Source: an optimization exercise on an open RTL-to-GDS flow (aim: a short achievable clock period and few clock cycles per item). Production flows keep margins and buffers that such runs may drop. Only simulation tests tie the RTL to the original design; equivalence was not proved. Power is estimated from default activity; no workload was simulated.

### design/flow/design.v
`default_nettype none
package rcn_pkg;
    localparam int DIM_W      = 13;
    localparam int MAX_DIM    = 4096;
    localparam int PIX_W      = 16;
    localparam int N_W        = 25;
    localparam int N2_W       = 49;
    localparam int SUM_W      = 40;
    localparam int SQ_W       = 56;
    localparam int INV_W      = 32;
    localparam int OUT_W      = 16;
    localparam int WORD_W     = 1 + 3 * PIX_W;
    localparam int RES_W      = 3 * OUT_W + 5;
    localparam int IN_DEPTH   = 4;
    localparam int IN_AW      = 2;
    localparam int OUT_DEPTH  = 8;
    localparam int OUT_AW     = 3;
endpackage
`default_nettype wire
`default_nettype none
module rcn_fifo #(
    parameter int W  = 8,
    parameter int D  = 8,
    parameter int AW = 3
) (
    input  wire logic         aclk,
    input  wire logic         rst,
    input  wire logic         push,
    input  wire logic [W-1:0] wdata,
    input  wire logic         pop,
    output logic [W-1:0]      rdata,
    output logic [AW:0]       count
);
    logic [W-1:0]  mem [D];
    logic [AW-1:0] wr_ptr;
    logic [AW-1:0] rd_ptr;
    assign rdata = mem[rd_ptr];
    always_ff @(posedge aclk) begin
        if (rst) begin
            wr_ptr <= '0;
            rd_ptr <= '0;
            count  <= '0;
        end else begin
            if (push) begin
                wr_ptr <= wr_ptr + 1'b1;
            end
            if (pop) begin
                rd_ptr <= rd_ptr + 1'b1;
            end
            if (push && !pop) begin
                count <= count + 1'b1;
            end else if (pop && !push) begin
                count <= count - 1'b1;
            end
        end
    end
    always_ff @(posedge aclk) begin
        if (push) begin
            mem[wr_ptr] <= wdata;
        end
    end
endmodule
`default_nettype wire
`default_nettype none
module rcn_solver (
    input  wire logic                      aclk,
    input  wire logic                      rst,
    input  wire logic                      go,
    input  wire logic [rcn_pkg::SUM_W-1:0] s1_in,
    input  wire logic [rcn_pkg::SQ_W-1:0]  s2_in,
    input  wire logic [rcn_pkg::N_W-1:0]   n_in,
    input  wire logic [rcn_pkg::N2_W-1:0]  n2_in,
    output logic                           done,
    output logic [rcn_pkg::PIX_W-1:0]      mean,
    output logic [rcn_pkg::INV_W-1:0]      inv,
    output logic                           flat
);
    localparam int AW = 86;    
    localparam int BW = 86;    
    localparam int DW = 84;    
    localparam int RW = 103;   
    localparam int SW = 144;   
    typedef enum logic [2:0] {
        S_IDLE, S_MUL, S_CSA, S_ADDLO, S_ADDHI, S_ROOT
    } state_t;
    state_t                    state;
    logic [5:0]                step;
    logic [24:0]               ndig_q;    
    logic [39:0]               sdig_q;    
    logic [AW-1:0]             as_q, ac_q;
    logic [BW-1:0]             bs_q, bc_q;
    logic                      dneg_q;
    logic                      dcy_q;
    logic [RW-1:0]             r_q;
    logic [RW-1:0]             qs_q;
    logic [SW-1:0]             ds_q;
    logic [rcn_pkg::INV_W-1:0] root_q;
    logic                      flat_q;
    logic                      ph_q;
    logic [rcn_pkg::SUM_W:0]   num_q;
    logic [rcn_pkg::N_W-1:0]   rem_q;
    logic [15:0]               nb_q;
    logic [15:0]               quo_q;
    logic [3:0]                dstep;
    logic                      dnum;
    logic                      dnum2;
    logic                      dini;
    logic                      drun;
    logic                      dph_q;
    logic                      ncy_q;
    logic [rcn_pkg::N_W:0]     sub_q;
    logic [AW-1:0] a_rows [7];
    logic [BW-1:0] b_rows [10];
    logic [AW-1:0] a_s, a_c;
    logic [BW-1:0] b_s, b_c;
    function automatic logic [AW-1:0] maj(input logic [AW-1:0] x, input logic [AW-1:0] y,
                                          input logic [AW-1:0] z);
        maj = ((x & y) | (x & z) | (y & z)) << 1;
    endfunction
    always_comb begin
        a_rows[0] = as_q << 5;
        a_rows[1] = ac_q << 5;
        for (int b = 0; b < 5; b++) begin
            a_rows[2 + b] = ndig_q[20 + b] ? (AW'(s2_in) << b) : '0;
        end
        b_rows[0] = bs_q << 8;
        b_rows[1] = bc_q << 8;
        for (int b = 0; b < 8; b++) begin
            b_rows[2 + b] = sdig_q[32 + b] ? (BW'(s1_in) << b) : '0;
        end
    end
    always_comb begin
        logic [AW-1:0] s1, c1, s2, c2, s3, c3, s4, c4;
        s1 = a_rows[0] ^ a_rows[1] ^ a_rows[2];
        c1 = maj(a_rows[0], a_rows[1], a_rows[2]);
        s2 = a_rows[3] ^ a_rows[4] ^ a_rows[5];
        c2 = maj(a_rows[3], a_rows[4], a_rows[5]);
        s3 = s1 ^ c1 ^ s2;
        c3 = maj(s1, c1, s2);
        s4 = s3 ^ c3 ^ c2;
        c4 = maj(s3, c3, c2);
        a_s = s4 ^ c4 ^ a_rows[6];
        a_c = maj(s4, c4, a_rows[6]);
    end
    always_comb begin
        logic [BW-1:0] s1, c1, s2, c2, s3, c3, s4, c4, s5, c5, s6, c6, s7, c7;
        s1 = b_rows[0] ^ b_rows[1] ^ b_rows[2];
        c1 = maj(b_rows[0], b_rows[1], b_rows[2]);
        s2 = b_rows[3] ^ b_rows[4] ^ b_rows[5];
        c2 = maj(b_rows[3], b_rows[4], b_rows[5]);
        s3 = b_rows[6] ^ b_rows[7] ^ b_rows[8];
        c3 = maj(b_rows[6], b_rows[7], b_rows[8]);
        s4 = s1 ^ c1 ^ s2;
        c4 = maj(s1, c1, s2);
        s5 = c2 ^ s3 ^ c3;
        c5 = maj(c2, s3, c3);
        s6 = s4 ^ c4 ^ s5;
        c6 = maj(s4, c4, s5);
        s7 = s6 ^ c6 ^ c5;
        c7 = maj(s6, c6, c5);
        b_s = s7 ^ c7 ^ b_rows[9];
        b_c = maj(s7, c7, b_rows[9]);
    end
    localparam int DH = DW / 2;
    logic [DW-1:0] fu, fv;
    logic [DH:0]   dlo;
    logic [DH-1:0] dhi;
    always_comb begin
        logic [DW-1:0] x0, x1, x2, x3, s1, c1;
        x0 = DW'(as_q);
        x1 = DW'(ac_q);
        x2 = ~(DW'(bs_q));
        x3 = ~(DW'(bc_q));
        s1 = x0 ^ x1 ^ x2;
        c1 = ((x0 & x1) | (x0 & x2) | (x1 & x2)) << 1;
        fu = s1 ^ c1 ^ x3;
        fv = {((s1[DW-2:0] & c1[DW-2:0]) | (s1[DW-2:0] & x3[DW-2:0])
               | (c1[DW-2:0] & x3[DW-2:0])), 1'b1};
    end
    logic [DH+1:0] dlo_x;
    logic [DH:0]   dhi_x;
    assign dlo_x = {1'b0, as_q[DH-1:0], 1'b1} + {1'b0, ac_q[DH-1:0], 1'b1};
    assign dlo   = dlo_x[DH+1:1];
    assign dhi_x = {as_q[DW-1:DH], 1'b1} + {ac_q[DW-1:DH], dcy_q};
    assign dhi   = dhi_x[DH:1];
    localparam int SP = 68;
    localparam int TW = RW + 1;
    logic [TW-1:0]    t_r, t_q, t_d, t_s, t_c;
    logic [SP+1:0]    t_lo;
    logic [TW-SP:0]   t_hi;
    logic             accept;
    logic [RW-1:0]    qs_half;
    logic [SP:0]      q_lo;
    logic [RW-SP:0]   q_hi;
    logic [SP-1:0]    tlo_q;
    logic             tcy_q;
    logic [SP-1:0]    qlo_q;
    logic             qcy_q;
    assign t_r     = {1'b0, r_q};
    assign t_q     = ~{1'b0, qs_q};
    assign t_d     = ~{1'b0, ds_q[RW-1:0]};
    assign t_s     = t_r ^ t_q ^ t_d;
    assign t_c     = {((t_r[TW-2:0] & t_q[TW-2:0]) | (t_r[TW-2:0] & t_d[TW-2:0])
                       | (t_q[TW-2:0] & t_d[TW-2:0])), 1'b1};
    assign t_lo    = {1'b0, t_s[SP-1:0], 1'b1} + {1'b0, t_c[SP-1:0], 1'b1};
    assign t_hi    = {t_s[TW-1:SP], 1'b1} + {t_c[TW-1:SP], tcy_q};
    assign accept  = !t_hi[TW-SP] && !(|ds_q[SW-1:RW]);
    assign qs_half = qs_q >> 1;
    assign q_lo    = {1'b0, qs_half[SP-1:0]} + {1'b0, ds_q[SP-1:0]};
    assign q_hi    = {qs_half[RW-1:SP], 1'b1} + {ds_q[RW-1:SP], qcy_q};
    logic [rcn_pkg::N_W:0] rem_sh;
    logic [rcn_pkg::N_W:0] rem_sub;
    logic [21:0] nlo;
    assign nlo     = {1'b0, s1_in[20:0]} + {1'b0, n_in[21:1]};
    assign rem_sh  = {rem_q, nb_q[15]};
    assign rem_sub = rem_sh - {1'b0, n_in};
    always_ff @(posedge aclk) begin
        if (rst) begin
            state <= S_IDLE;
            done  <= 1'b0;
            drun  <= 1'b0;
            dnum  <= 1'b0;
            dnum2 <= 1'b0;
            dini  <= 1'b0;
        end else begin
            done <= 1'b0;
            case (state)
                S_IDLE: begin
                    if (go) begin
                        state <= S_MUL;
                        dnum  <= 1'b1;
                    end
                end
                S_MUL: begin
                    if (step == 6'd4) begin
                        state <= S_CSA;
                    end
                end
                S_CSA: begin
                    state <= S_ADDLO;
                end
                S_ADDLO: begin
                    state <= S_ADDHI;
                end
                S_ADDHI: begin
                    state <= S_ROOT;
                end
                S_ROOT: begin
                    if (step == 6'd31 && ph_q) begin
                        state <= S_IDLE;
                        done  <= 1'b1;
                    end
                end
                default: begin
                    state <= S_IDLE;
                end
            endcase
            dnum2 <= dnum;
            dini  <= dnum2;
            if (dnum) begin
                dnum <= 1'b0;
            end
            if (dini) begin
                drun <= 1'b1;
            end else if (drun && dph_q && dstep == 4'd15) begin
                drun <= 1'b0;
            end
        end
    end
    always_ff @(posedge aclk) begin
        case (state)
            S_IDLE: begin
                ndig_q <= n_in;
                sdig_q <= s1_in;
                as_q   <= '0;
                ac_q   <= '0;
                bs_q   <= '0;
                bc_q   <= '0;
                step   <= '0;
            end
            S_MUL: begin
                as_q   <= a_s;
                ac_q   <= a_c;
                bs_q   <= b_s;
                bc_q   <= b_c;
                ndig_q <= ndig_q << 5;
                sdig_q <= sdig_q << 8;
                step   <= (step == 6'd4) ? 6'd0 : step + 1'b1;
            end
            S_CSA: begin
                as_q <= AW'(fu);
                ac_q <= AW'(fv);
            end
            S_ADDLO: begin
                as_q <= {as_q[AW-1:DH], dlo[DH-1:0]};
                dcy_q        <= dlo[DH];
            end
            S_ADDHI: begin
                dneg_q <= dhi[DH-1];
                r_q    <= {n2_in, 54'd0};
                qs_q   <= '0;
                ds_q   <= {dhi[DH-3:0], as_q[DH-1:0], 62'd0};
                root_q <= '0;
                ph_q   <= 1'b0;
            end
            S_ROOT: begin
                ph_q <= !ph_q;
                if (step == 6'd0) begin
                    flat_q <= dneg_q || (ds_q == '0);
                end
                if (!ph_q) begin
                    tlo_q <= t_lo[SP:1];
                    tcy_q <= t_lo[SP+1];
                    qlo_q <= q_lo[SP-1:0];
                    qcy_q <= q_lo[SP];
                end else begin
                    step   <= step + 1'b1;
                    root_q <= {root_q[rcn_pkg::INV_W-2:0], accept};
                    ds_q   <= ds_q >> 2;
                    if (accept) begin
                        r_q  <= {t_hi[TW-SP-1:1], tlo_q};
                        qs_q <= {q_hi[RW-SP:1], qlo_q};
                    end else begin
                        qs_q <= qs_half;
                    end
                end
            end
            default: begin
                step <= step;
            end
        endcase
    end
    always_ff @(posedge aclk) begin
        if (dnum) begin
            num_q[20:0] <= nlo[20:0];
            ncy_q       <= nlo[21];
        end
        if (dnum2) begin
            num_q[rcn_pkg::SUM_W:21] <= {1'b0, s1_in[rcn_pkg::SUM_W-1:21]}
                                       + (rcn_pkg::SUM_W-20)'(n_in[rcn_pkg::N_W-1:22])
                                       + (rcn_pkg::SUM_W-20)'(ncy_q);
        end
        if (dini) begin
            rem_q <= num_q[rcn_pkg::SUM_W-1:16];
            nb_q  <= num_q[15:0];
            dstep <= '0;
            dph_q <= 1'b0;
        end else if (drun) begin
            dph_q <= !dph_q;
            if (!dph_q) begin
                sub_q <= rem_sub;
            end else begin
                rem_q <= sub_q[rcn_pkg::N_W] ? rem_sh[rcn_pkg::N_W-1:0]
                                             : sub_q[rcn_pkg::N_W-1:0];
                quo_q <= {quo_q[14:0], !sub_q[rcn_pkg::N_W]};
                nb_q  <= nb_q << 1;
                dstep <= dstep + 1'b1;
            end
        end
    end
    assign mean = quo_q;
    assign inv  = root_q;
    assign flat = flat_q;
endmodule
`default_nettype wire
`default_nettype none
module rcn_norm (
    input  wire logic                      aclk,
    input  wire logic [rcn_pkg::PIX_W-1:0] x,
    input  wire logic [rcn_pkg::PIX_W-1:0] mean,
    input  wire logic [rcn_pkg::INV_W-1:0] inv,
    input  wire logic [rcn_pkg::INV_W+1:0] inv3,
    output logic [rcn_pkg::OUT_W-1:0]      res,
    output logic                           clip
);
    localparam int PW = rcn_pkg::INV_W + 2;    
    localparam int SW = 50;                    
    logic [rcn_pkg::PIX_W-1:0] d1;
    logic                      neg1, neg2, neg3, neg4;
    logic [SW-1:0]             cs_s2, cs_c2;
    function automatic logic [SW-1:0] maj(input logic [SW-1:0] a, input logic [SW-1:0] b,
                                          input logic [SW-1:0] c);
        maj = ((a & b) | (a & c) | (b & c)) << 1;
    endfunction
    always_ff @(posedge aclk) begin
        neg1 <= (x < mean);
        d1   <= (x < mean) ? mean - x : x - mean;
    end
    logic [SW-1:0] row [9];
    always_comb begin
        for (int k = 0; k < 8; k++) begin
            case (d1[2*k +: 2])
                2'd0: row[k] = '0;
                2'd1: row[k] = SW'(inv) << (2 * k);
                2'd2: row[k] = SW'({inv, 1'b0}) << (2 * k);
                default: row[k] = SW'(inv3) << (2 * k);
            endcase
        end
        row[8] = neg1 ? {{34{1'b1}}, 16'h0000} : SW'(20'h10000);
    end
    always_ff @(posedge aclk) begin
        logic [SW-1:0] s1, c1, s2, c2, s3, c3, s4, c4, s5, c5, s6, c6;
        s1 = row[0] ^ row[1] ^ row[2];
        c1 = maj(row[0], row[1], row[2]);
        s2 = row[3] ^ row[4] ^ row[5];
        c2 = maj(row[3], row[4], row[5]);
        s3 = row[6] ^ row[7] ^ row[8];
        c3 = maj(row[6], row[7], row[8]);
        s4 = s1 ^ c1 ^ s2;
        c4 = maj(s1, c1, s2);
        s5 = c2 ^ s3 ^ c3;
        c5 = maj(c2, s3, c3);
        s6 = s4 ^ c4 ^ s5;
        c6 = maj(s4, c4, s5);
        cs_s2 <= s6 ^ c6 ^ c5;
        cs_c2 <= maj(s6, c6, c5);
        neg2  <= neg1;
    end
    logic [7:0]  lo3;
    logic        cy3;
    logic [24:0] hs3, hc3;
    logic [24:0] hi4;
    logic [7:0]  lo4;
    logic [25:0] sum25;
    assign sum25 = {1'b0, cs_s2[24:0]} + {1'b0, cs_c2[24:0]};
    always_ff @(posedge aclk) begin
        lo3  <= sum25[24:17];
        cy3  <= sum25[25];
        hs3  <= cs_s2[49:25];
        hc3  <= cs_c2[49:25];
        neg3 <= neg2;
        hi4  <= hs3 + hc3 + 25'(cy3);
        lo4  <= lo3;
        neg4 <= neg3;
    end
    logic [32:0] q;
    logic        big;
    logic [15:0] mag;
    assign q    = {hi4, lo4};
    assign big  = !q[32] && (|q[31:15]);
    assign mag  = big ? 16'h7FFF : q[15:0];
    assign res  = neg4 ? ~mag : mag;
    assign clip = big;
endmodule
`default_nettype wire
`default_nettype none
module rms_contrast_normalize (
    input  wire logic                          aclk,
    input  wire logic                          aresetn,
    input  wire logic                          s_valid,
    output logic                               s_ready,
    input  wire logic                          s_mode,
    input  wire logic [15:0]                   s_red,
    input  wire logic [15:0]                   s_green,
    input  wire logic [15:0]                   s_blue,
    output logic                               m_valid,
    input  wire logic                          m_ready,
    output logic [15:0]                        m_red,
    output logic [15:0]                        m_green,
    output logic [15:0]                        m_blue,
    output logic [2:0]                         m_flat,
    output logic                               m_clipped,
    output logic                               m_not_ready,
    input  wire logic                          cfg_we,
    input  wire logic [1:0]                    cfg_index,
    input  wire logic [12:0]                   cfg_data
);
    localparam int DIM_W     = rcn_pkg::DIM_W;
    localparam int PIX_W     = rcn_pkg::PIX_W;
    localparam int N_W       = rcn_pkg::N_W;
    localparam int N2_W      = rcn_pkg::N2_W;
    localparam int SUM_W     = rcn_pkg::SUM_W;
    localparam int SQ_W      = rcn_pkg::SQ_W;
    localparam int INV_W     = rcn_pkg::INV_W;
    localparam int OUT_W     = rcn_pkg::OUT_W;
    localparam int WORD_W    = rcn_pkg::WORD_W;
    localparam int RES_W     = rcn_pkg::RES_W;
    localparam int IN_DEPTH  = rcn_pkg::IN_DEPTH;
    localparam int IN_AW     = rcn_pkg::IN_AW;
    localparam int OUT_DEPTH = rcn_pkg::OUT_DEPTH;
    localparam int OUT_AW    = rcn_pkg::OUT_AW;
    logic rstn_q;
    logic rst;
    always_ff @(posedge aclk) begin
        rstn_q <= aresetn;
    end
    assign rst = !rstn_q;
    logic               rdy_q;
    logic               iv_q;
    logic [WORD_W-1:0]  iw_q;
    logic [IN_AW:0]     icnt;
    logic [WORD_W-1:0]  head;
    logic               head_v;
    logic               pop;
    always_ff @(posedge aclk) begin
        iw_q <= {s_mode, s_red, s_green, s_blue};
        if (!aresetn || rst) begin
            rdy_q <= 1'b0;
            iv_q  <= 1'b0;
        end else begin
            iv_q  <= s_valid && rdy_q;
            rdy_q <= ((IN_AW+2)'(icnt) + (IN_AW+2)'(iv_q) + (IN_AW+2)'(rdy_q) + 1'b1)
                     <= (IN_AW+2)'(IN_DEPTH);
        end
    end
    assign s_ready = rdy_q;
    rcn_fifo #(.W(WORD_W), .D(IN_DEPTH), .AW(IN_AW)) u_in (
        .aclk  (aclk),
        .rst   (rst),
        .push  (iv_q),
        .wdata (iw_q),
        .pop   (pop),
        .rdata (head),
        .count (icnt)
    );
    assign head_v = (icnt != '0);
    logic             cwe_q;
    logic [1:0]       cidx_q;
    logic [DIM_W-1:0] cdat_q;
    logic             cfg_hit;
    logic [DIM_W-1:0] w_q, h_q, wm1_q, hm1_q;
    logic [DIM_W-1:0] cx_q, cy_q;
    always_ff @(posedge aclk) begin
        cwe_q  <= cfg_we;
        cidx_q <= cfg_index;
        cdat_q <= cfg_data;
    end
    assign cfg_hit = cwe_q && !cidx_q[1];
    logic [DIM_W-1:0] cclamp;
    logic [DIM_W-1:0] cclamp_m1;
    assign cclamp    = (cdat_q == '0) ? DIM_W'(1)
                     : (cdat_q > DIM_W'(4096)) ? DIM_W'(4096) : cdat_q;
    assign cclamp_m1 = cclamp - 1'b1;
    logic             dims_rdy;
    logic [2:0]       dph;
    logic [4:0]       dcnt;
    logic [N_W-1:0]   n_q;
    logic [N2_W-1:0]  n2_q;
    logic [N_W-1:0]   macc;
    logic [N2_W-1:0]  macc2;
    logic [N2_W-1:0]  mcar2;
    logic             mcy;
    logic [24:0]      m2lo;
    assign m2lo = {1'b0, macc2[23:0]} + {1'b0, mcar2[23:0]};
    logic [DIM_W-1:0] hb_q;
    logic [N_W-1:0]   nb_q;
    always_ff @(posedge aclk) begin
        if (rst) begin
            w_q      <= DIM_W'(1);
            h_q      <= DIM_W'(1);
            wm1_q    <= '0;
            hm1_q    <= '0;
            n_q      <= N_W'(1);
            n2_q     <= N2_W'(1);
            dims_rdy <= 1'b1;
            dph      <= 3'd0;
        end else if (cfg_hit) begin
            if (cidx_q[0] == 1'b0) begin
                w_q   <= cclamp;
                wm1_q <= cclamp_m1;
            end else begin
                h_q   <= cclamp;
                hm1_q <= cclamp_m1;
            end
            dims_rdy <= 1'b0;
            dph      <= 3'd1;
        end else begin
            case (dph)
                3'd1: begin
                    macc <= '0;
                    hb_q <= h_q;
                    dcnt <= '0;
                    dph  <= 3'd2;
                end
                3'd2: begin
                    macc <= (macc << 1) + (hb_q[DIM_W-1] ? N_W'(w_q) : '0);
                    hb_q <= hb_q << 1;
                    dcnt <= dcnt + 1'b1;
                    if (dcnt == 5'(DIM_W - 1)) begin
                        dph <= 3'd3;
                    end
                end
                3'd3: begin
                    n_q   <= macc;
                    nb_q  <= macc;
                    macc2 <= '0;
                    mcar2 <= '0;
                    dcnt  <= '0;
                    dph   <= 3'd4;
                end
                3'd4: begin
                    macc2 <= (macc2 << 1) ^ (mcar2 << 1) ^ (nb_q[N_W-1] ? N2_W'(n_q) : '0);
                    mcar2 <= (((macc2 << 1) & (mcar2 << 1))
                            | ((macc2 << 1) & (nb_q[N_W-1] ? N2_W'(n_q) : '0))
                            | ((mcar2 << 1) & (nb_q[N_W-1] ? N2_W'(n_q) : '0))) << 1;
                    nb_q  <= nb_q << 1;
                    dcnt  <= dcnt + 1'b1;
                    if (dcnt == 5'(N_W - 1)) begin
                        dph <= 3'd5;
                    end
                end
                3'd5: begin
                    macc2 <= {macc2[N2_W-1:24], m2lo[23:0]};
                    mcy   <= m2lo[24];
                    dph   <= 3'd6;
                end
                3'd6: begin
                    macc2 <= {macc2[N2_W-1:24] + mcar2[N2_W-1:24] + (N2_W-24)'(mcy), macc2[23:0]};
                    dph <= 3'd0;
                end
                default: begin
                    if (!dims_rdy) begin
                        n2_q     <= macc2;
                        dims_rdy <= 1'b1;
                    end
                end
            endcase
        end
    end
    logic           busy_q;
    logic           pend_q;
    logic           stats_q;
    logic           at_last;
    logic           st_pop;
    logic           nm_pop;
    logic [4:0]     outst_q;
    logic           take_q;
    logic           a1_v, a2_v, a3_v;
    logic           a1_fe, a2_fe, a3_fe, a4_fe;
    logic [15:0]    a1_x [3];
    logic [17:0]    a1_x3 [3];
    logic [31:0]    a2_s [3], a2_c [3];
    logic [31:0]    a3_sq [3];
    logic [SUM_W-1:0] s1_q [3];
    logic [SQ_W-1:0]  s2_q [3];
    logic [2:0]       s1c_q, s2c_q;
    localparam int S1H = 20;
    localparam int S2H = 32;
    logic [S1H:0]         s1_lo [3];
    logic [SUM_W-S1H-1:0] s1_hi [3];
    logic [S2H:0]         s2_lo [3];
    logic [SQ_W-S2H-1:0]  s2_hi [3];
    logic           go;
    logic [2:0]     sv_done;
    logic [PIX_W-1:0] sv_mean [3];
    logic [INV_W-1:0] sv_inv [3];
    logic [2:0]       sv_flat;
    logic [PIX_W-1:0] mean_q [3];
    logic [INV_W-1:0] inv_q [3];
    logic [INV_W+1:0] inv3_q [3];
    logic [16:0]      i3lo_q [3];
    logic [2:0]       i3c_q;
    logic [17:0]      i3lo [3];
    logic [16:0]      i3hi [3];
    always_comb begin
        for (int c = 0; c < 3; c++) begin
            i3lo[c] = {1'b0, inv_q[c][16:0]} + {1'b0, inv_q[c][15:0], 1'b0};
            i3hi[c] = {2'b00, inv_q[c][31:17]} + {1'b0, inv_q[c][31:16]} + 17'(i3c_q[c]);
        end
    end
    logic [2:0]       flat_q;
    assign at_last = (cx_q == wm1_q) && (cy_q == hm1_q);
    assign st_pop  = head_v && !busy_q && !head[WORD_W-1];
    assign nm_pop  = head_v && !busy_q && head[WORD_W-1] && (outst_q < 5'(OUT_DEPTH + 1));
    assign pop     = st_pop || nm_pop;
    assign go      = (a4_fe || pend_q) && dims_rdy;
    always_ff @(posedge aclk) begin
        if (rst) begin
            busy_q  <= 1'b0;
            pend_q  <= 1'b0;
            stats_q <= 1'b0;
            cx_q    <= '0;
            cy_q    <= '0;
            a1_v    <= 1'b0;
            a2_v    <= 1'b0;
            a3_v    <= 1'b0;
            a1_fe   <= 1'b0;
            a2_fe   <= 1'b0;
            a3_fe   <= 1'b0;
            a4_fe   <= 1'b0;
            outst_q <= '0;
            take_q  <= 1'b0;
            flat_q  <= '0;
            for (int c = 0; c < 3; c++) begin
                s1_q[c]   <= '0;
                s2_q[c]   <= '0;
                s1c_q[c]  <= 1'b0;
                s2c_q[c]  <= 1'b0;
                mean_q[c] <= '0;
                inv_q[c]  <= '0;
            end
        end else begin
            take_q  <= m_valid && m_ready;
            outst_q <= outst_q + 5'(nm_pop) - 5'(take_q);
            a1_v  <= st_pop;
            a1_fe <= st_pop && at_last;
            a2_v  <= a1_v;
            a2_fe <= a1_fe;
            a3_v  <= a2_v;
            a3_fe <= a2_fe;
            a4_fe <= a3_fe;
            if (cfg_hit) begin
                cx_q <= '0;
                cy_q <= '0;
            end else if (st_pop) begin
                if (at_last) begin
                    cx_q   <= '0;
                    cy_q   <= '0;
                    busy_q <= 1'b1;
                end else if (cx_q == wm1_q) begin
                    cx_q <= '0;
                    cy_q <= cy_q + 1'b1;
                end else begin
                    cx_q <= cx_q + 1'b1;
                end
            end
            if (go) begin
                pend_q <= 1'b0;
            end else if (a4_fe) begin
                pend_q <= 1'b1;
            end
            if (cfg_hit || sv_done[0]) begin
                for (int c = 0; c < 3; c++) begin
                    s1_q[c] <= '0;
                    s2_q[c] <= '0;
                    s1c_q[c] <= 1'b0;
                    s2c_q[c] <= 1'b0;
                end
            end else begin
                for (int c = 0; c < 3; c++) begin
                    s1_q[c]  <= {s1_hi[c], s1_lo[c][S1H-1:0]};
                    s1c_q[c] <= s1_lo[c][S1H];
                    s2_q[c]  <= {s2_hi[c], s2_lo[c][S2H-1:0]};
                    s2c_q[c] <= s2_lo[c][S2H];
                end
            end
            if (sv_done[0]) begin
                busy_q  <= 1'b0;
                stats_q <= 1'b1;
                flat_q  <= sv_flat;
                for (int c = 0; c < 3; c++) begin
                    mean_q[c] <= sv_mean[c];
                    inv_q[c]  <= sv_flat[c] ? '0 : sv_inv[c];
                end
            end
            for (int c = 0; c < 3; c++) begin
                i3lo_q[c] <= i3lo[c][16:0];
                i3c_q[c]  <= i3lo[c][17];
                inv3_q[c] <= {i3hi[c], i3lo_q[c]};
            end
        end
    end
    always_comb begin
        for (int c = 0; c < 3; c++) begin
            s1_lo[c] = {1'b0, s1_q[c][S1H-1:0]} + (a1_v ? (S1H+1)'(a1_x[c]) : '0);
            s1_hi[c] = s1_q[c][SUM_W-1:S1H] + (SUM_W-S1H)'(s1c_q[c]);
            s2_lo[c] = {1'b0, s2_q[c][S2H-1:0]} + (a3_v ? (S2H+1)'(a3_sq[c]) : '0);
            s2_hi[c] = s2_q[c][SQ_W-1:S2H] + (SQ_W-S2H)'(s2c_q[c]);
        end
    end
    logic [17:0] hx3 [3];
    always_comb begin
        for (int c = 0; c < 3; c++) begin
            hx3[c] = {2'b00, head[16*(2-c) +: 16]} + {1'b0, head[16*(2-c) +: 16], 1'b0};
        end
    end
    logic [31:0] sq_row [3][8];
    always_comb begin
        for (int c = 0; c < 3; c++) begin
            for (int k = 0; k < 8; k++) begin
                case (a1_x[c][2*k +: 2])
                    2'd0: sq_row[c][k] = '0;
                    2'd1: sq_row[c][k] = 32'(a1_x[c]) << (2 * k);
                    2'd2: sq_row[c][k] = 32'({a1_x[c], 1'b0}) << (2 * k);
                    default: sq_row[c][k] = 32'(a1_x3[c]) << (2 * k);
                endcase
            end
        end
    end
    always_ff @(posedge aclk) begin
        for (int c = 0; c < 3; c++) begin
            logic [31:0] s1, c1, s2, c2, s3, c3, s4, c4, s5, c5;
            a1_x[c]  <= head[16*(2-c) +: 16];
            a1_x3[c] <= hx3[c];
            s1 = sq_row[c][0] ^ sq_row[c][1] ^ sq_row[c][2];
            c1 = ((sq_row[c][0] & sq_row[c][1]) | (sq_row[c][0] & sq_row[c][2])
                | (sq_row[c][1] & sq_row[c][2])) << 1;
            s2 = sq_row[c][3] ^ sq_row[c][4] ^ sq_row[c][5];
            c2 = ((sq_row[c][3] & sq_row[c][4]) | (sq_row[c][3] & sq_row[c][5])
                | (sq_row[c][4] & sq_row[c][5])) << 1;
            s3 = s1 ^ c1 ^ s2;
            c3 = ((s1 & c1) | (s1 & s2) | (c1 & s2)) << 1;
            s4 = c2 ^ sq_row[c][6] ^ sq_row[c][7];
            c4 = ((c2 & sq_row[c][6]) | (c2 & sq_row[c][7]) | (sq_row[c][6] & sq_row[c][7])) << 1;
            s5 = s3 ^ c3 ^ s4;
            c5 = ((s3 & c3) | (s3 & s4) | (c3 & s4)) << 1;
            a2_s[c]  <= s5 ^ c5 ^ c4;
            a2_c[c]  <= ((s5 & c5) | (s5 & c4) | (c5 & c4)) << 1;
            a3_sq[c] <= a2_s[c] + a2_c[c];
        end
    end
    genvar gc;
    generate
        for (gc = 0; gc < 3; gc++) begin : g_ch
            rcn_solver u_solver (
                .aclk  (aclk),
                .rst   (rst),
                .go    (go),
                .s1_in (s1_q[gc]),
                .s2_in (s2_q[gc]),
                .n_in  (n_q),
                .n2_in (n2_q),
                .done  (sv_done[gc]),
                .mean  (sv_mean[gc]),
                .inv   (sv_inv[gc]),
                .flat  (sv_flat[gc])
            );
        end
    endgenerate
    logic       p0_v, p1_v, p2_v, p3_v, p4_v;
    logic       p0_nr, p1_nr, p2_nr, p3_nr, p4_nr;
    logic [2:0] p0_fl, p1_fl, p2_fl, p3_fl, p4_fl;
    logic [PIX_W-1:0] p0_x [3];
    logic [OUT_W-1:0] nres [3];
    logic [2:0]       nclip;
    always_ff @(posedge aclk) begin
        if (rst) begin
            p0_v <= 1'b0;
            p1_v <= 1'b0;
            p2_v <= 1'b0;
            p3_v <= 1'b0;
            p4_v <= 1'b0;
        end else begin
            p0_v <= nm_pop;
            p1_v <= p0_v;
            p2_v <= p1_v;
            p3_v <= p2_v;
            p4_v <= p3_v;
        end
    end
    always_ff @(posedge aclk) begin
        p0_nr <= !stats_q;
        p0_fl <= flat_q;
        for (int c = 0; c < 3; c++) begin
            p0_x[c] <= head[16*(2-c) +: 16];
        end
        p1_nr <= p0_nr;
        p1_fl <= p0_fl;
        p2_nr <= p1_nr;
        p2_fl <= p1_fl;
        p3_nr <= p2_nr;
        p3_fl <= p2_fl;
        p4_nr <= p3_nr;
        p4_fl <= p3_fl;
    end
    generate
        for (gc = 0; gc < 3; gc++) begin : g_norm
            rcn_norm u_norm (
                .aclk    (aclk),
                .x       (p0_x[gc]),
                .mean    (mean_q[gc]),
                .inv     (inv_q[gc]),
                .inv3    (inv3_q[gc]),
                .res     (nres[gc]),
                .clip    (nclip[gc])
            );
        end
    endgenerate
    logic [RES_W-1:0] rword;
    logic [OUT_W-1:0] ro [3];
    logic             rclip;
    always_comb begin
        rclip = 1'b0;
        for (int c = 0; c < 3; c++) begin
            if (p4_nr || p4_fl[c]) begin
                ro[c] = '0;
            end else begin
                ro[c] = nres[c];
                rclip = rclip | nclip[c];
            end
        end
        rword = {ro[0], ro[1], ro[2], p4_nr ? 3'b000 : p4_fl, rclip, p4_nr};
    end
    logic [OUT_AW:0]   ocnt;
    logic [RES_W-1:0]  ohead;
    logic              opop;
    logic              mv_q;
    logic [RES_W-1:0]  md_q;
    assign opop = (ocnt != '0) && (!mv_q || m_ready);
    rcn_fifo #(.W(RES_W), .D(OUT_DEPTH), .AW(OUT_AW)) u_out (
        .aclk  (aclk),
        .rst   (rst),
        .push  (p4_v),
        .wdata (rword),
        .pop   (opop),
        .rdata (ohead),
        .count (ocnt)
    );
    always_ff @(posedge aclk) begin
        if (!aresetn || rst) begin
            mv_q <= 1'b0;
        end else if (!mv_q || m_ready) begin
            mv_q <= (ocnt != '0);
        end
    end
    always_ff @(posedge aclk) begin
        if (!mv_q || m_ready) begin
            md_q <= ohead;
        end
    end
    assign m_valid     = mv_q;
    assign m_red       = md_q[52:37];
    assign m_green     = md_q[36:21];
    assign m_blue      = md_q[20:5];
    assign m_flat      = md_q[4:2];
    assign m_clipped   = md_q[1];
    assign m_not_ready = md_q[0];
endmodule
`default_nettype wire
### design/flow/run.sh
#!/bin/bash
# synth_recipe.tcl (not shown) runs the flow's synth.tcl, then flattens the netlist and writes it again
# the make line also repeats each setting of config.mk as NAME=value (left out here)
make -C /OpenROAD-flow-scripts/flow DESIGN_CONFIG=/design/flow/config.mk WORK_HOME=/design/flow/orfs CLKGATE_MAP_FILE= SYNTH_SCRIPT=/design/flow/synth_recipe.tcl finish
### design/flow/config.mk
export PLATFORM = sky130hd
export DESIGN_NAME = rms_contrast_normalize
export DESIGN_NICKNAME = rms_contrast_normalize
export VERILOG_FILES = /design/flow/design.v
export SDC_FILE = /design/flow/constraint.sdc
export NUM_CORES = 4
export LEC_CHECK = 0
export ABC_CLOCK_PERIOD_IN_PS = 3000
export CAP_MARGIN = 20
export CORE_MARGIN = 2
export CORE_UTILIZATION = 40
export SETUP_SLACK_MARGIN = 5
export SLEW_MARGIN = 20
### design/flow/constraint.sdc
create_clock -name core_clock -period 12.0 [get_ports {aclk}]
set_input_delay 2.4000 -clock core_clock [delete_from_list [all_inputs] [get_ports {aclk}]]
set_output_delay 2.4000 -clock core_clock [all_outputs]
set_load 0.01 [all_outputs]
==> notes.md <==
## cell families (layout without fill, tap and decap cells)
logic type	after synthesis	in the layout	synth area share
other	0	62	0
flip-flops	5876	5876	0.3881
buffers and inverters	6087	6067	0.05600
AND/OR/NAND/NOR	9798	9798	0.1130
XOR/XNOR	1614	1614	0.03449
multiplexers	1503	1503	0.04374
AO/OA/AOI/OAI	6687	6689	0.1040
adder cells (fa/ha/maj)	6406	6406	0.2608
## per-stage QoR
stage	utilization	hold WS, ns	power (W)
after global routing	0.4396	0.3160	0.07735
after global placement	0.4164	0.3110	0.05071
after CTS	0.4394	0.3035	0.07315
after floorplan	-	0.3096	0.04188
final	0.4397	0.3135	0.07273
after detailed placement	0.4166	0.3121	0.05112
## state kept, by name, indices dropped and copies added (netlist names), 102 cells and up, named ones only
signal                cells
s1_q                    120
g_norm.u_norm.cs_s2     132
s2_q                    168
g_ch.u_solver.qs_q      309
u_out.mem               424
g_ch.u_solver.num_q     120
g_ch.u_solver.tlo_q     204
g_ch.u_solver.bc_q      237
g_ch.u_solver.sdig_q    120
g_ch.u_solver.bs_q      252
g_ch.u_solver.qlo_q     204
g_ch.u_solver.r_q       309
inv3_q                  102
g_ch.u_solver.as_q      252
g_norm.u_norm.cs_c2     132
g_ch.u_solver.ds_q      432
u_in.mem                196
g_ch.u_solver.ac_q      252
## repair_timing
item	CTS	global route
pin swaps	1	1
buffers inserted	1	0
cloned	1	1
resized for setup	1	2
setup endpoints to repair	38	92
## area by class of cell
class,count,share of cell area
Tap cell,13614,0.03793
Clock buffer,940,0.04373
Antenna cell,62,0.0003455
Sequential cell,5876,0.3546
Clock inverter,327,0.008139
Multi-Input combinational cell,26010,0.5093
Inverter,4276,0.03577
Timing Repair Buffer,524,0.01017
## worst min path at each step
| stage | cells after the start | from | slack (ns) | end |
|---|---|---|---|---|
| after floorplan | 0 | a2_s[0][0]$_DFF_P_ | 0.31 | a3_sq[0][0]$_DFF_P_ |
| after CTS | 0 | g_norm[0].u_norm.cs_c2[45]$_DFF_P_ | 0.30 | g_norm[0].u_norm.hc3[20]$_DFF_P_ |
| after global routing | 0 | g_norm[0].u_norm.cs_c2[45]$_DFF_P_ | 0.32 | g_norm[0].u_norm.hc3[20]$_DFF_P_ |
| after global placement | 0 | g_norm[0].u_norm.cs_c2[49]$_DFF_P_ | 0.31 | g_norm[0].u_norm.hc3[24]$_DFF_P_ |
| final | 0 | g_norm[0].u_norm.cs_c2[45]$_DFF_P_ | 0.31 | g_norm[0].u_norm.hc3[20]$_DFF_P_ |
| after detailed placement | 0 | g_norm[2].u_norm.lo3[6]$_DFF_P_ | 0.31 | g_norm[2].u_norm.lo4[6]$_DFF_P_ |
## placed cells by master (no fill, tap or decap), types with 595 or more instances in the layout
master and instances:
xor2_1 654, inv_1 4250, and3_1 743, a21o_1 650, dfxtp_1 1659, and2_1 1469, nor2_1 2238, a21oi_1 1832
fa_1 3560, xnor2_1 958, mux2i_1 595, o21ai_0 1719, a22o_1 756, clkbuf_16 722, edfxtp_1 4141, nand2_1 3486
mux2_2 750, ha_1 2843
## report_power, final
group | switching, W | total (W) | internal (W)
clock | 0.00915 | 0.0218 | 0.0126
sequential | 0.00187 | 0.0256 | 0.0237
combinational | 0.0152 | 0.0253 | 0.0102
total | 0.0262 | 0.0727 | 0.0465
## routing by layer
metal / part of all wire / vias to the layer above / track usage
li1: - / 128553 / -
met3: 0.076 / 1886 / 0.04165
met1: 0.44 / 142406 / 0.3146
met2: 0.44 / 9953 / 0.3509
met4: 0.038 / 24 / 0.07900
met5: 0.00014 / - / 0
==> impl_metrics.yaml <==
yosys:
  yosysSeqAreaShare: 0.3881
  async_flop_share: 0
  synth_area_per_cell_sq_um: 10.80
  synth-edff-count: 4141
  ys_types: 99
  yosysMostFrequentCell: "inv_1"
  synth_top_area_cell: "edfxtp_1"
  synth_area_sq_um: 409900
  synth_nets: 44446
  synthFlopType: "edfxtp_1"
  ys_top_cells_by_area: "edfxtp_1 30%, fa_1 17%, ha_1 8.7%, dfxtp_1 8.5%, inv_1 3.9%"
  synth-seq-cells: 5876
  netlist.area_leader.share: 0.3034
  synth_cells: 37971
  ys_warn_count: 53
  ys_top_cells_by_count: "4256 x inv_1, 4141 x edfxtp_1, 3561 x fa_1, 3497 x nand2_1, 2845 x ha_1"
finish:
  stdcell_area_sq_um: 449000
  nNetsFinal: 43850
  multi_input_area_sq_um: 228700
  nFillCells: 95391
  final_cells: 51629
  area_delta_synth_final_pct: 9.546
  drive_gt1_frac: 0.07177
  seq_area_sq_um: 159200
detailed_routing:
  drtIter0Drc: 24881
  drc: 0
  wl_per_cell_microns: 22.96
  routed_via_density: 5.478
  firstDrtPassIters: 6
  postRouteWirelength_mm: 1185
  ant_nets: 0
  vias: 282822
worst_hold_path:
  hp-class: "reg -> reg"
clock_network:
  root_buffer: "clkbuf_16"
  clock-sinks: 5876
  cts_max_level: 6
  clk_pin_slew_worst_paths_ns: 0.06
  worstSkewPairLatency_ns: 1.17
  hold_buffers: 0
  cts_buffers: 687
  cts_max_path_buffers: 5
  tritoncts: "done"
timing:
  setup_ws_ns: 5.365
  fmax_mhz: 150.7
  setup_tns_ns: 0
  maxSlewViolCount: 0
  worst_pin_slew_ns: 1.364
  setup-violations-final: 0
  fin_skew_ns: 0.08616
  fin_crit_sh: 0.5529
  rsz0062_at_grt: "no"
  hold_viol: 0
  period_needed_ns: 6.635
  relSlewSlack: 0.09080
run:
  maxCapViolCount: 0
grt:
  antenna_found_initial: 79
  grt_start_max_net_pins: 216
  grt_pass1_vias: 290552
  grt_usage: 0.2248
  grt-ovfl-total: 0
  grt_pass1_wl_mm: 1805
die:
  die_x_mm: 1.016
  die-area_sq_um: 1033000
  fp.coreArea_sq_um: 1021000
  die_h_mm: 1.016
  rows: 371
  start_util: 0.4014
  io_pins: 124
place:
  dp_hpwl_mm: 861.8
  pre_cts_slack_ns: 4.419
  place.gp.congestion: 0.9371
  dpl-instance-area_sq_um: 425400
  dp_cells: 50293
  io_buffer_count: 123
pwr:
  pwr_density_cell_nw_per_um2: 162.0
  p_leak_nw: 187.6
  vdd_drop_max_mv: 0.3242
status:
  run_status: "timing/DRC/antenna clean"
critical_path:
  cp.depth: 17
  crit_type: "reg -> reg"
  path_max_fanout: 41
  endpoint: "g_ch[2].u_solver.r_q[67]$_DFFE_PP_"
  worstPathCellList: "fa_1, inv_1, fa_1, a21oi_1, o211ai_1, nand3_1, nand2_1, a211oi_2, a21oi_1, a221o_1, a221o_1, o41ai_4, mux2i_4, nand2_1, a21oi_4, buf_6, buf_6"
  cp_data_required_time_ns: 12.76
  cp_num_buf_inv: 3
  r2r-end: "g_ch[2].u_solver.r_q[67]$_DFFE_PP_"
  cpPeakStageDelay_ns: 0.71
  crit_start: "g_ch[2].u_solver.ds_q[68]$_DFFE_PP_"
  ff2ff_setup_slack_ns: 5.36
  timing.rr.start: "g_ch[2].u_solver.ds_q[68]$_DFFE_PP_"
  critPathTopFamily: "compound AO/OA/AOI/OAI gates"
  startpoint_type: "flop"
  rr_worst_depth: 17
  arrival_ns: 7.39
  cp-end-kind: "flop"
  critical-path-slowest-cell: "mux2i_4"
Testbench counts, summed over its fixed seeds: cycles 54,488, items 53,176.

## separate check: timing with driven ports
The results above use ideal ports. As a check the final layout listed here was re-extracted and re-timed, cells and wires unchanged. Step 1: set_driving_cell puts a clkbuf_16 on aclk and a buf_2 on each other input, an assumption about the parent block. Step 2 also shifts input and output timing later by t, the mid clock arrival at the registers, as if the neighbouring blocks saw the same clock. a / b / c = ideal / step 1 / step 2; a / b = the first two.
shift t [ns]: 1.294
slack for setup (ns): 5.365 / 5.365 / 5.365
hold slack, ns: 0.314 / 0.314 / 0.314
clock arrival spread, ns: 0.089 / 0.089
worst register clock-pin slew, ns: 0.07 / 0.07
After both steps this run still meets setup and hold. For this run, drivers alone change the setup slack by 0.000 ns; drivers and shift together by 0.000 ns.
